Context: an optimization exercise on an open-source flow, tuned for small area, a short achievable clock period and few clock cycles per item. The choices shown serve that exercise and are no tape-out recipe.
Only simulation tests tie the RTL to the original design; equivalence was not proved.

## cpu_top
module cpu_top
(
    input  wire         clk,
    input  wire         rst_n,
    input  wire  [15:0] mem,
    input  wire  [15:0] in,
    output logic        we,
    output logic [5:0]  addr,
    output logic [15:0] data,
    output logic [15:0] out,
    output logic [5:0]  pc,
    output logic        status
);
    localparam logic [3:0] T_NONE  = 4'd0;
    localparam logic [3:0] T_INSTR = 4'd1;   
    localparam logic [3:0] T_VY    = 4'd2;   
    localparam logic [3:0] T_VZ    = 4'd3;   
    localparam logic [3:0] T_DST   = 4'd4;   
    localparam logic [3:0] T_SHOW  = 4'd5;   
    localparam logic [3:0] T_PY    = 4'd6;   
    localparam logic [3:0] T_PZ    = 4'd7;   
    localparam logic [3:0] T_PS    = 4'd8;   
    localparam logic [3:0] T_FY    = 4'd9;   
    localparam logic [3:0] T_FX    = 4'd10;  
    localparam logic [1:0] CU_NONE = 2'd0;
    localparam logic [1:0] CU_ADD  = 2'd1;
    localparam logic [1:0] CU_MUL  = 2'd2;
  ...
Size in the first run: about 120 flip-flops, ~80 I/O pins, ~0.0097 mm^2 of cells after synthesis.
export LEC_CHECK = 0
export ABC_AREA = 1
export CAP_MARGIN = 20
export CORE_MARGIN = 2
export CORE_UTILIZATION = 40
export SLEW_MARGIN = 20
create_clock -name core_clock -period 36.0 [get_ports {clk}]
standard.sh (not shown) runs the stock make flow with config.mk's settings and CLKGATE_MAP_FILE= SYNTH_SCRIPT=/design/flow/synth_recipe.tcl, a recipe that flattens the netlist after the stock synthesis.
==> flow/flow/run.sh <==
#!/bin/bash
# The standard layout (the standard.sh, unchanged synthesis and steps),
# with plain buf_2 cells as the port buffers instead of the cell that
# buffer_ports picks by default (a clock delay buffer).
set -euo pipefail
export BUFFER_PORTS_ARGS="-buffer_cell sky130_fd_sc_hd__buf_2"
bash standard.sh > standard_sh.log 2>&1
Testbench counts at the start, summed over its fixed seeds: cycles 29,060, instrs 5,006.
Next try:
--- a/flow/design.v
+++ b/flow/design.v
@@ -63,17 +63,18 @@
     logic        sub_q;
     logic        dphase, cb;
     logic [3:0]  dk;
     logic        fy_ptr, fx_use, fx_ptr;    
     logic        st1;                       
     assign data = ra;
     logic        stale, start;
+    logic        stale_q;       
     logic [15:0] ci;
-    assign stale = we && (mtag == T_INSTR) && (addr + 6'd1 == pc);
-    assign start = (mtag == T_INSTR) && !status && !stale;
+    assign stale = we && (mtag == T_INSTR) && stale_q;
+    assign start = (mtag == T_INSTR) && !stale;
     assign ci    = mem;
     logic [3:0] op;
     assign op = ci[15:12];
     logic d_mov, d_add, d_sub, d_mul, d_div, d_in, d_out, d_stop, d_alu, d_yop, d_wr;
     assign d_mov  = (op == 4'h0);
     assign d_add  = (op == 4'h1);
     assign d_sub  = (op == 4'h2);
@@ -189,27 +190,29 @@
     assign wr_n1   = !wpend || (rdy_n1 && dest_n1 && !it_ptr);
     assign rd_ok = !start && !deref && any_pend &&
                    !(stop_m && ((mt == T_PS) || (itag == T_PS) || (itag == T_FX)));
     assign f_ok  = !start && !deref && !any_pend && !fetched && !stop_m && wr_n1;
     logic w_ok;
     assign w_ok = !start && !deref && !rd_ok && !f_ok && wpend &&
                   (rdy || done_now) && (dest_rdy || (mt == T_DST));
+    logic [5:0] w_addr;
+    assign w_addr = (mt == T_DST) ? mem[5:0] : dest;
     logic halt;
     assign halt = !start && stop_m && !any_pend && (mt != T_PS) && (itag == T_NONE);
     always_ff @(posedge clk or negedge rst_n) begin
         if (!rst_n) begin
             addr   <= 6'd8;
             pc     <= 6'd9;
             we     <= 1'b0;
             itag   <= T_NONE;
             mtag   <= T_INSTR;
             status <= 1'b0;
             out    <= 16'd0;
             wpend  <= 1'b0;
-        end else if (!status) begin
+        end else begin
             mtag <= itag;
             we   <= 1'b0;
             itag <= T_NONE;
             if (mt == T_SHOW) out <= mem;
             if (stale) begin
                 itag <= T_INSTR;
             end else if (start) begin
@@ -223,33 +226,34 @@
                 addr <= {3'd0, fld[2:0]};
                 itag <= rtag;
             end else if (f_ok) begin
                 addr <= pc;
                 pc   <= pc + 6'd1;
                 itag <= T_INSTR;
             end else if (w_ok) begin
-                addr  <= (mt == T_DST) ? mem[5:0] : dest;
+                addr  <= w_addr;
                 we    <= 1'b1;
                 wpend <= 1'b0;
             end
             if (halt) status <= 1'b1;
         end
     end
     always_ff @(posedge clk) begin
-        if (!status) begin
+        begin
             if (mt == T_VY) need_y <= 1'b0;
             if (mt == T_VZ) need_z <= 1'b0;
             if (mt == T_DST) dest_rdy <= 1'b1;
             if ((mt == T_VY) && (cu == CU_NONE)) rdy <= 1'b1;
             if (rd_ok) begin
                 if (sel_x) pend_x <= 1'b0;
                 if (sel_y) pend_y <= 1'b0;
                 if (sel_z) pend_z <= 1'b0;
             end
             if (f_ok) fetched <= 1'b1;
+            stale_q <= (w_addr == addr);
             if (cu_act) begin
                 if (cu_done) rdy <= 1'b1;
                 if (cu == CU_MUL) begin
                     cb <= ra[3];
                     dk <= dk + 4'd1;
                 end
                 if (cu == CU_DIV && !b_is0) begin
Routed wire length decreases by 3.7%.
Sequential cell count increases by 1.
Die area decreases by 4.2%.
Synthesized area decreases by 4.3%.
Global-route usage increases by 0.62 points.
Sequential share of layout area increases by 0.72 points.
Clock-buffer cell count decreases by 1.
Core utilization decreases by 0.46 points.
Final area decreases by 4.8%.
Synthesized cell count decreases by 6.2%.
Testbench counts after the change, summed over its fixed seeds: cycles 29,060, instrs 5,006.

* * *

## west
The RTL this note starts from:
==> flow/design.v <==
`default_nettype none
package cpu_pkg;
    typedef enum logic [2:0] {
        ph_boot    = 3'd0,
        ph_fetch   = 3'd1,
        ph_operand = 3'd2,
        ph_execute = 3'd3,
        ph_halt    = 3'd4
    } phase_t;
    typedef enum logic [3:0] {
        op_mov  = 4'h0,
        op_add  = 4'h1,
        op_sub  = 4'h2,
        op_mul  = 4'h3,
        op_div  = 4'h4,
        op_in   = 4'h7,
        op_out  = 4'h8,
        op_stop = 4'hf
    } opcode_t;
endpackage
`default_nettype wire
`timescale 1ns/1ns
`default_nettype none
module cpu_top
(
    input  wire         clk,
    input  wire         rst_n,
    input  wire  [15:0] mem,
    input  wire  [15:0] in,
    output logic        we,
    output logic [5:0]  addr,
    output logic [15:0] data,
    output logic [15:0] out,
    output logic [5:0]  pc,
    output logic        status
);
    localparam logic [3:0] T_NONE  = 4'd0;
    localparam logic [3:0] T_INSTR = 4'd1;   
    localparam logic [3:0] T_VY    = 4'd2;   
    localparam logic [3:0] T_VZ    = 4'd3;   
    localparam logic [3:0] T_DST   = 4'd4;   
    localparam logic [3:0] T_SHOW  = 4'd5;   
    localparam logic [3:0] T_PY    = 4'd6;   
    localparam logic [3:0] T_PZ    = 4'd7;   
    localparam logic [3:0] T_PS    = 4'd8;   
    localparam logic [3:0] T_FY    = 4'd9;   
    localparam logic [3:0] T_FX    = 4'd10;  
    localparam logic [1:0] CU_NONE = 2'd0;
    localparam logic [1:0] CU_ADD  = 2'd1;
    localparam logic [1:0] CU_MUL  = 2'd2;
    localparam logic [1:0] CU_DIV  = 2'd3;
    logic [3:0]  itag;       
    logic [3:0]  mtag;       
    logic [7:0]  ir;         
    logic [15:0] ra, rb, rc;
    logic [5:0]  dest;
    logic        pend_x, pend_y, pend_z;
    logic        show_m, stop_m;
    logic        fetched;
    logic        wpend, rdy, dest_rdy;
    logic        need_y, need_z;
    logic [1:0]  cu;
    logic        sub_q;
    logic        dphase, cb;
    logic [3:0]  dk;
    logic        fy_ptr, fx_use, fx_ptr;    
    logic        st1;                       
    assign data = ra;
    logic        stale, start;
    logic        stale_q;       
    logic [15:0] ci;
    assign stale = we && (mtag == T_INSTR) && stale_q;
    assign start = (mtag == T_INSTR) && !stale && !wpend;
    assign ci    = mem;
    logic [3:0] op;
    assign op = ci[15:12];
    logic d_mov, d_add, d_sub, d_mul, d_div, d_in, d_out, d_stop, d_alu, d_yop, d_wr;
    assign d_mov  = (op == 4'h0);
    assign d_add  = (op == 4'h1);
    assign d_sub  = (op == 4'h2);
    assign d_mul  = (op == 4'h3);
    assign d_div  = (op == 4'h4);
    assign d_in   = (op == 4'h7);
    assign d_out  = (op == 4'h8);
    assign d_stop = (op == 4'hf);
    assign d_alu  = d_add | d_sub | d_mul | d_div;
    assign d_yop  = d_mov | d_alu;
    assign d_wr   = d_yop | d_in;
    logic [3:0] mt;
    always_comb begin
        case (mtag)
            T_FY:    mt = need_y ? (fy_ptr ? T_PY : T_VY) : T_NONE;
            T_FX:    mt = fx_use ? (fx_ptr ? T_PS : T_SHOW) : T_NONE;
            default: mt = mtag;
        endcase
    end
    logic deref;
    assign deref = (mt == T_PY) || (mt == T_PZ) || (mt == T_PS);
    logic       sel_x, sel_y, sel_z;
    logic [3:0] fld;
    logic [3:0] rtag;
    always_comb begin
        sel_x = 1'b0;
        sel_y = 1'b0;
        sel_z = 1'b0;
        if (stop_m) begin
            if (pend_x)      sel_x = 1'b1;
            else if (pend_y) sel_y = 1'b1;
            else             sel_z = 1'b1;
        end else begin
            if (pend_z)      sel_z = 1'b1;
            else             sel_x = 1'b1;
        end
        fld = sel_x ? {1'b0, dest[2:0]} : (sel_y ? ir[7:4] : ir[3:0]);
        if (show_m)     rtag = fld[3] ? T_PS : T_SHOW;
        else if (sel_z) rtag = fld[3] ? T_PZ : T_VZ;
        else            rtag = T_DST;
    end
    logic any_pend, rd_ok, f_ok;
    assign any_pend = pend_x | pend_y | pend_z;
    logic cu_act;
    assign cu_act = (cu != CU_NONE) && !need_y && !need_z && !rdy;
    function automatic [17:0] booth_pp(input [2:0] b, input [15:0] m);
        logic zero, two, neg;
        logic [15:0] p;
        zero = (b == 3'b000) || (b == 3'b111);
        two  = (b == 3'b011) || (b == 3'b100);
        neg  = b[2] && !(b[1] && b[0]);
        p    = zero ? 16'd0 : (two ? {m[14:0], 1'b0} : m);
        booth_pp = {1'b0, neg, neg ? ~p : p};
    endfunction
    logic [17:0] pp0, pp1;
    assign pp0 = booth_pp({ra[1:0], cb}, rb);
    assign pp1 = booth_pp(ra[3:1], rb);
    logic [15:0] t0, t1;
    logic        n0, n1;
    always_comb begin
        if (cu == CU_MUL) begin
            t0 = pp0[15:0];
            n0 = pp0[16];
            t1 = {pp1[13:0], 2'b00};
            n1 = pp1[16];
        end else begin
            t0 = sub_q ? ~rb : rb;
            n0 = sub_q;
            t1 = 16'd0;
            n1 = 1'b0;
        end
    end
    logic [16:0] sum;
    assign sum = {1'b0, rc} + {1'b0, t0} + {1'b0, t1} + {16'd0, n0} + {14'd0, n1, 2'b00};
    logic ge;
    assign ge = sum[16];
    logic b_is0, dstep, cu_done;
    assign b_is0 = (rb == 16'd0);
    assign dstep = dphase || !(ge && !rb[15]);
    always_comb begin
        case (cu)
            CU_ADD:  cu_done = 1'b1;
            CU_MUL:  cu_done = (dk == 4'd3);
            CU_DIV:  cu_done = b_is0 || (dstep && dk == 4'd0);
            default: cu_done = 1'b0;
        endcase
    end
    logic done_now;
    assign done_now = (cu_act && cu_done) || ((mt == T_VY) && (cu == CU_NONE));
    logic [3:0] it;
    always_comb begin
        case (itag)
            T_FY:    it = need_y ? (fy_ptr ? T_PY : T_VY) : T_NONE;
            T_FX:    it = fx_use ? (fx_ptr ? T_PS : T_SHOW) : T_NONE;
            default: it = itag;
        endcase
    end
    logic it_ptr;
    assign it_ptr = (it == T_PY) || (it == T_PZ) || (it == T_PS);
    logic rdy_n1, dest_n1, wr_n1;
    always_comb begin
        rdy_n1 = rdy || done_now;
        case (cu)
            CU_NONE: if (it == T_VY) rdy_n1 = 1'b1;
            CU_ADD:  if (!rdy && (!need_y || mt == T_VY) && (!need_z || mt == T_VZ))
                         rdy_n1 = 1'b1;
            CU_MUL:  if (cu_act && dk == 4'd2) rdy_n1 = 1'b1;
            CU_DIV:  if ((cu_act && !b_is0 && dstep && dk == 4'd1) ||
                         (!rdy && !cu_act && (!need_y || mt == T_VY) && (!need_z || mt == T_VZ)))
                         rdy_n1 = 1'b1;
            default: ;
        endcase
    end
    assign dest_n1 = dest_rdy || (mt == T_DST) || (it == T_DST);
    assign wr_n1   = !wpend || (rdy_n1 && dest_n1 && !it_ptr);
    assign rd_ok = !start && !deref && any_pend &&
                   !(stop_m && (it == T_PS));
    assign f_ok  = !start && !deref && !any_pend && !stop_m && wr_n1 &&
                   (!fetched || ((mtag == T_INSTR) && wpend));
    logic w_ok;
    assign w_ok = !start && !deref && !rd_ok && !f_ok && wpend &&
                  (rdy || done_now) && (dest_rdy || (mt == T_DST));
    logic [5:0] w_addr;
    assign w_addr = (mt == T_DST) ? mem[5:0] : dest;
    logic halt;
    assign halt = !start && stop_m && !any_pend && (mt != T_PS) && (itag == T_NONE);
    always_ff @(posedge clk or negedge rst_n) begin
        if (!rst_n) begin
            addr   <= 6'd8;
            pc     <= 6'd8;
            we     <= 1'b0;
            itag   <= T_NONE;
            mtag   <= T_INSTR;
            status <= 1'b0;
            out    <= 16'd0;
            wpend  <= 1'b0;
        end else begin
            mtag <= itag;
            we   <= 1'b0;
            itag <= T_NONE;
            if (mt == T_SHOW) out <= mem;
            if (stale) begin
                itag <= T_INSTR;
            end else if (start) begin
                pc    <= pc + 6'd1;
                wpend <= d_wr;
                addr  <= {3'd0, ci[15] ? ci[10:8] : ci[6:4]};
                itag  <= ci[15] ? T_FX : T_FY;
            end else if (deref) begin
                addr <= mem[5:0];
                itag <= (mt == T_PY) ? T_VY : (mt == T_PZ) ? T_VZ : T_SHOW;
            end else if (rd_ok) begin
                addr <= {3'd0, fld[2:0]};
                itag <= rtag;
            end else if (f_ok) begin
                addr <= pc;
                itag <= T_INSTR;
            end else if (w_ok) begin
                addr  <= w_addr;
                we    <= 1'b1;
                wpend <= 1'b0;
            end
            if (halt) status <= 1'b1;
        end
    end
    always_ff @(posedge clk) begin
        begin
            if (mt == T_VY) need_y <= 1'b0;
            if (mt == T_VZ) need_z <= 1'b0;
            if (mt == T_DST) dest_rdy <= 1'b1;
            if ((mt == T_VY) && (cu == CU_NONE)) rdy <= 1'b1;
            if (rd_ok) begin
                if (sel_x) pend_x <= 1'b0;
                if (sel_y) pend_y <= 1'b0;
                if (sel_z) pend_z <= 1'b0;
            end
            if ((mtag == T_INSTR) && wpend) fetched <= 1'b0;
            if (f_ok) fetched <= 1'b1;
            stale_q <= (w_addr == addr);
            if (cu_act) begin
                if (cu_done) rdy <= 1'b1;
                if (cu == CU_MUL) begin
                    cb <= ra[3];
                    dk <= dk + 4'd1;
                end
                if (cu == CU_DIV && !b_is0) begin
                    if (!dstep) begin
                        dk <= dk + 4'd1;
                    end else if (dk != 4'd0) begin
                        dk     <= dk - 4'd1;
                        dphase <= 1'b1;
                    end
                end
            end
            st1    <= start;
            if (start) begin
                fy_ptr   <= ci[7];
                fx_use   <= d_out | (d_stop & (ci[10:8] != 3'd0));
                fx_ptr   <= ci[11];
                pend_x   <= (d_wr & ci[11]);
                pend_y   <= d_stop & (ci[6:4] != 3'd0);
                pend_z   <= d_stop ? (ci[2:0] != 3'd0) : d_alu;
                show_m   <= d_out | d_stop;
                stop_m   <= d_stop;
                fetched  <= 1'b0;
                rdy      <= d_in;
                dest_rdy <= !ci[11];
                need_y   <= d_yop;
                need_z   <= d_alu;
                cu       <= (d_add | d_sub) ? CU_ADD : d_mul ? CU_MUL :
                            d_div ? CU_DIV : CU_NONE;
                sub_q    <= d_sub | d_div;
                dphase   <= 1'b0;
                dk       <= 4'd0;
                cb       <= 1'b0;
            end
        end
    end
    always_ff @(posedge clk) begin
        if (mtag == T_INSTR) ir <= mem[7:0];
        if (start) dest <= {3'd0, ci[10:8]};
        if (mt == T_DST) dest <= mem[5:0];
        if (mt == T_VY) begin
            if (cu == CU_NONE || cu == CU_MUL) ra <= mem;
            else rc <= mem;
        end
        if (mt == T_VZ) rb <= mem;
        if (cu_act) begin
            case (cu)
                CU_ADD: ra <= sum[15:0];
                CU_MUL: begin
                    ra <= {sum[3:0], ra[15:4]};
                    rc <= {4'd0, sum[15:4]};
                end
                CU_DIV: begin
                    if (!b_is0) begin
                        if (!dstep) begin
                            rb <= {rb[14:0], 1'b0};
                        end else begin
                            if (ge) rc <= sum[15:0];
                            ra <= {ra[14:0], ge};
                            if (dk != 4'd0) rb <= {1'b0, rb[15:1]};
                        end
                    end
                end
                default: ;
            endcase
        end
        if (st1 && rdy) ra <= in;              
        if (st1 && cu == CU_MUL) rc <= 16'd0;
        if (st1 && cu == CU_DIV) ra <= 16'd0;
    end
endmodule
`default_nettype wire
clock: 36.0 ns
lec_check: 0
abc_area: 1
cap_margin: 20
core_margin: 2
core_utilization: 70
slew_margin: 20
==> flow/flow/run.sh <==
#!/bin/bash
# The standard layout (the standard.sh: unchanged synthesis and steps)
# with two choices of cells:
#  - port buffers: plain buf_2 instead of the clock delay buffer that
#    buffer_ports picks by default;
#  - clock tree: clkbuf_8 buffers at the leaves (clkbuf_16 at the root) and
#    no dummy loads, instead of clkbuf_16 everywhere.
set -euo pipefail
export BUFFER_PORTS_ARGS="-buffer_cell sky130_fd_sc_hd__buf_2"
export CTS_ARGS="-sink_clustering_enable -repair_clock_nets -dont_use_dummy_load -buf_list sky130_fd_sc_hd__clkbuf_8 -root_buf sky130_fd_sc_hd__clkbuf_16"
bash standard.sh > standard_sh.log 2>&1
west: PASS, flow complete, no timing, DRC or antenna violations
Testbench counts of west, summed over its fixed seeds: cycles 28,540, instrs 5,006.
Edits applied to the flow inputs when going from west to middle:
diff --git a/flow/design.v b/flow/design.v
--- a/flow/design.v
+++ b/flow/design.v
@@ -67,13 +67,13 @@
     logic        st1;                       
     assign data = ra;
     logic        stale, start;
     logic        stale_q;       
     logic [15:0] ci;
     assign stale = we && (mtag == T_INSTR) && stale_q;
-    assign start = (mtag == T_INSTR) && !stale && !wpend;
+    assign start = (mtag == T_INSTR) && !stale;
     assign ci    = mem;
     logic [3:0] op;
     assign op = ci[15:12];
     logic d_mov, d_add, d_sub, d_mul, d_div, d_in, d_out, d_stop, d_alu, d_yop, d_wr;
     assign d_mov  = (op == 4'h0);
     assign d_add  = (op == 4'h1);
@@ -179,35 +179,32 @@
         rdy_n1 = rdy || done_now;
         case (cu)
             CU_NONE: if (it == T_VY) rdy_n1 = 1'b1;
             CU_ADD:  if (!rdy && (!need_y || mt == T_VY) && (!need_z || mt == T_VZ))
                          rdy_n1 = 1'b1;
             CU_MUL:  if (cu_act && dk == 4'd2) rdy_n1 = 1'b1;
-            CU_DIV:  if ((cu_act && !b_is0 && dstep && dk == 4'd1) ||
-                         (!rdy && !cu_act && (!need_y || mt == T_VY) && (!need_z || mt == T_VZ)))
-                         rdy_n1 = 1'b1;
+            CU_DIV:  if (cu_act && !b_is0 && dstep && dk == 4'd1) rdy_n1 = 1'b1;
             default: ;
         endcase
     end
     assign dest_n1 = dest_rdy || (mt == T_DST) || (it == T_DST);
     assign wr_n1   = !wpend || (rdy_n1 && dest_n1 && !it_ptr);
     assign rd_ok = !start && !deref && any_pend &&
                    !(stop_m && (it == T_PS));
-    assign f_ok  = !start && !deref && !any_pend && !stop_m && wr_n1 &&
-                   (!fetched || ((mtag == T_INSTR) && wpend));
+    assign f_ok  = !start && !deref && !any_pend && !fetched && !stop_m && wr_n1;
     logic w_ok;
     assign w_ok = !start && !deref && !rd_ok && !f_ok && wpend &&
                   (rdy || done_now) && (dest_rdy || (mt == T_DST));
     logic [5:0] w_addr;
     assign w_addr = (mt == T_DST) ? mem[5:0] : dest;
     logic halt;
     assign halt = !start && stop_m && !any_pend && (mt != T_PS) && (itag == T_NONE);
     always_ff @(posedge clk or negedge rst_n) begin
         if (!rst_n) begin
             addr   <= 6'd8;
-            pc     <= 6'd8;
+            pc     <= 6'd9;
             we     <= 1'b0;
             itag   <= T_NONE;
             mtag   <= T_INSTR;
             status <= 1'b0;
             out    <= 16'd0;
             wpend  <= 1'b0;
@@ -216,24 +213,24 @@
             we   <= 1'b0;
             itag <= T_NONE;
             if (mt == T_SHOW) out <= mem;
             if (stale) begin
                 itag <= T_INSTR;
             end else if (start) begin
-                pc    <= pc + 6'd1;
                 wpend <= d_wr;
                 addr  <= {3'd0, ci[15] ? ci[10:8] : ci[6:4]};
                 itag  <= ci[15] ? T_FX : T_FY;
             end else if (deref) begin
                 addr <= mem[5:0];
                 itag <= (mt == T_PY) ? T_VY : (mt == T_PZ) ? T_VZ : T_SHOW;
             end else if (rd_ok) begin
                 addr <= {3'd0, fld[2:0]};
                 itag <= rtag;
             end else if (f_ok) begin
                 addr <= pc;
+                pc   <= pc + 6'd1;
                 itag <= T_INSTR;
             end else if (w_ok) begin
                 addr  <= w_addr;
                 we    <= 1'b1;
                 wpend <= 1'b0;
             end
@@ -248,13 +245,12 @@
             if ((mt == T_VY) && (cu == CU_NONE)) rdy <= 1'b1;
             if (rd_ok) begin
                 if (sel_x) pend_x <= 1'b0;
                 if (sel_y) pend_y <= 1'b0;
                 if (sel_z) pend_z <= 1'b0;
             end
-            if ((mtag == T_INSTR) && wpend) fetched <= 1'b0;
             if (f_ok) fetched <= 1'b1;
             stale_q <= (w_addr == addr);
             if (cu_act) begin
                 if (cu_done) rdy <= 1'b1;
                 if (cu == CU_MUL) begin
                     cb <= ra[3];
Results
Compared with west, middle shows maximum clock frequency higher by 0.43%. Between west and middle, mean area per synthesized cell is lower for west, middle comes in above that. Looking at global-route track usage on met2 across west and middle, the one that comes out higher is west. From middle to west, final number of setup-violating endpoints did not move at all. Comparing middle with west, the worst hold slack came out essentially unchanged. Delta (middle minus west): wire length per cell after detailed routing went down 0.067 µm; slew at the pin with the worst max-slew slack went up 56 ps; smallest setup slack after layout went up 36 ps; die boundary width went up 0.66 µm. Cell count after placement delta (middle -> west): insignificant.
Testbench counts of middle, summed over its fixed seeds: cycles 28,922, instrs 5,006.

==> re-timing with driven ports <==
How much do the figures lean on ideal ports? The routed layouts below were timed once more, with nothing changed but the port constraints. Step 1, drivers: a clkbuf_16 drives clk and a buf_2 each remaining input, both assumed. Step 2 adds t to the input delays and takes it off the output delays; t is the mean of the earliest and latest rising clock arrival at the registers after step 1. Input paths then give back, and output paths get back, about the clock's delay inside the block. Slacks: ideal / step 1 / step 2; pairs: ideal / step 1.
run | shift t [ns] | setup slack, ns | hold slack, ns | worst register clock-pin slew, ns | worst slew at a driven data input, ns
the first run of note 1 | 0.482 | 27.553 / 27.503 / 27.514 | 0.482 / 0.482 / 0.482 | 0.07 / 0.07 | 0.05
the second run of note 1 | 0.476 | 27.606 / 27.555 / 27.441 | 0.388 / 0.388 / 0.388 | 0.06 / 0.06 | 0.05
west | 0.412 | 27.608 / 27.562 / 27.500 | 0.407 / 0.407 / 0.407 | 0.08 / 0.08 | 0.05
middle | 0.406 | 27.644 / 27.600 / 27.504 | 0.405 / 0.405 / 0.405 | 0.07 / 0.07 | 0.04
After both steps every run listed still meets setup and hold. The setup slack of the second run of note 1, which loses most, moves by -0.051 ns with the drivers and by -0.165 ns with both steps.
